Source: an optimization exercise on an open RTL-to-GDS flow (aim: small area and a short achievable clock period). Production flows keep margins and buffers that such runs may drop.
Where RTL was checked, it was by simulation tests only, not by an equivalence proof against the original.

// dct_row_top
module dct_row_top (
  input  logic        clk_i,
  input  logic        rst_i,
  input  logic        px_valid_i,
  input  logic [7:0]  px_data_i,
  output logic        coef_valid_o,
  output logic [11:0] coef_data_o,
  output logic [2:0]  coef_index_o
);
logic [2:0] px_cnt;
logic [7:0] xs0, xs1, xs2, xs3, xs4, xs5, xs6;
logic [7:0] y0, y1, y2, y3, y4, y5, y6, y7;
logic       row_done;
assign row_done = px_valid_i & (&px_cnt);
always_ff @(posedge clk_i, posedge rst_i)
  if (rst_i) px_cnt <= 3'd0;
  else if (px_valid_i) px_cnt <= px_cnt + 3'd1;
always_ff @(posedge clk_i)
  if (px_valid_i) begin
    xs0 <= px_data_i; xs1 <= xs0; xs2 <= xs1; xs3 <= xs2; xs4 <= xs3; xs5 <= xs4; xs6 <= xs5;
  end
always_ff @(posedge clk_i)
  if (row_done) begin
    y0 <= xs6; y1 <= xs5; y2 <= xs4; y3 <= xs3; y4 <= xs2; y5 <= xs1; y6 <= xs0; y7 <= px_data_i;
  end
logic       busy;
logic [2:0] kc, kc_nx;
logic [3:0] n1, n2, n1_nx, n2_nx;
logic       odd;
assign kc_nx = row_done ? 3'd0 : kc + 3'd1;
always_comb begin
  case (kc_nx)
    3'd0: begin n1_nx = 4'b0000; n2_nx = 4'b0000; end
    3'd1: begin n1_nx = 4'b0000; n2_nx = 4'b1111; end
    3'd2: begin n1_nx = 4'b0000; n2_nx = 4'b0000; end
    3'd3: begin n1_nx = 4'b1110; n2_nx = 4'b0001; end
    3'd4: begin n1_nx = 4'b0000; n2_nx = 4'b0000; end
    3'd5: begin n1_nx = 4'b0010; n2_nx = 4'b1101; end
    3'd6: begin n1_nx = 4'b0000; n2_nx = 4'b0000; end
    3'd7: begin n1_nx = 4'b1010; n2_nx = 4'b0101; end
  ...
make LEC_CHECK=0 CAP_MARGIN=20 CORE_MARGIN=2 CORE_UTILIZATION=40 CTS_BUF_LIST=sky130_fd_sc_hd__clkbuf_4 SETUP_SLACK_MARGIN=3.5 SLEW_MARGIN=20 finish   # period 6.0 ns
run.sh (not shown) runs the stock make flow with config.mk's settings and CLKGATE_MAP_FILE= SYNTH_SCRIPT=/design/flow/synth_recipe.tcl, a recipe that flattens the netlist after the stock synthesis.
The baseline produced a clean layout.
Edit:
Settings changed: SETUP_SLACK_MARGIN 3.5 to 3.4.
Result:
- maximum frequency shrinks by 0.53%
- hold slack gets worse by 3.1 ps
- sequential share of layout area is higher by 0.29 points
- utilization goes down by 0.40 points
- setup slack loses 14 ps
- clock-buffer cell count rises by 7
- via count is about the same
- final cell count went down by 0.86%
- die area stays the same

---

## rev 12
Another version of the RTL of dct_row_top (not shown whole).
Size in the first run: roughly 1500 cells after synthesis, roughly 390 flip-flops, roughly 18000 sq um of cells after synthesis.
make LEC_CHECK=0 CAP_MARGIN=20 CORE_MARGIN=2 CORE_UTILIZATION=40 CTS_BUF_LIST=sky130_fd_sc_hd__clkbuf_4 SETUP_SLACK_MARGIN=3.6 SLEW_MARGIN=20 finish   # period 6.0 ns
Rev 12 finished every step from synthesis to the final layout, and the layout passed the timing, DRC and antenna checks.
Here is what was changed in the inputs of rev 13 compared with rev 12.
diff --git a/flow/config.mk b/flow/config.mk
--- a/flow/config.mk
+++ b/flow/config.mk
@@ -11,3 +11,3 @@
 export CTS_BUF_LIST = sky130_fd_sc_hd__clkbuf_4
-export SETUP_SLACK_MARGIN = 3.6
+export SETUP_SLACK_MARGIN = 3.4
 export SLEW_MARGIN = 20
The final layout from rev 12, which completed every stage, passed the timing, DRC and antenna checks at the end of the flow.
In summary, rev 13 completed successfully, with a layout that passed the timing, DRC and antenna checks.
Diff rev 13..rev 12 | number of cells after detailed placement | negligible
Cmp rev 12 and rev 13 / count of non-filler cells in the finished layout / lower: rev 13
As far as pin count of the biggest net entering global routing goes, rev 13 and rev 12 are indistinguishable; the numbers are identical.
Comparing rev 12 and rev 13, the higher design area was measured on rev 12.
Summary: with rev 12 as the reference, routability congestion estimate from global placement in rev 13 moved up by a few percent.
Function was not checked in any run of this note: the RTL went through the layout flow alone.

[re-timing with driven ports]
The results above use ideal ports. As a check the final layouts listed here were re-extracted and re-timed, cells and wires unchanged. Step 1 assumes that a clkbuf_16 drives the clock port and a buf_2 every other input. Step 2 adds t to the input delays and takes it off the output delays; t is the mean of the earliest and latest rising clock arrival at the registers after step 1. Input paths then give back, and output paths get back, about the clock's delay inside the block. Three values: no drivers, after step 1, after step 2; two values: the first two.
| run | shift t [ns] | slack for setup (ns) | hold slack, ns | worst register clock-pin slew, ns | worst data-port slew with drivers (ns) |
|---|---|---|---|---|---|
| the first run of note 1 | 0.848 | 3.450 / 3.434 / 3.186 | 0.348 / 0.348 / 0.348 | 0.07 / 0.07 | 0.04 |
| the second run of note 1 | 0.825 | 3.437 / 3.437 / 3.133 | 0.345 / 0.345 / 0.345 | 0.07 / 0.07 | 0.04 |
| rev 12 | 0.843 | 3.424 / 3.424 / 3.374 | 0.328 / 0.328 / 0.328 | 0.08 / 0.08 | 0.04 |
| rev 13 | 0.828 | 3.409 / 3.409 / 2.847 | 0.330 / 0.330 / 0.330 | 0.07 / 0.07 | 0.04 |
After both steps setup and hold are still met in every run listed. For rev 13, which loses most, drivers alone change the setup slack by 0.000 ns; drivers and shift together by -0.562 ns.
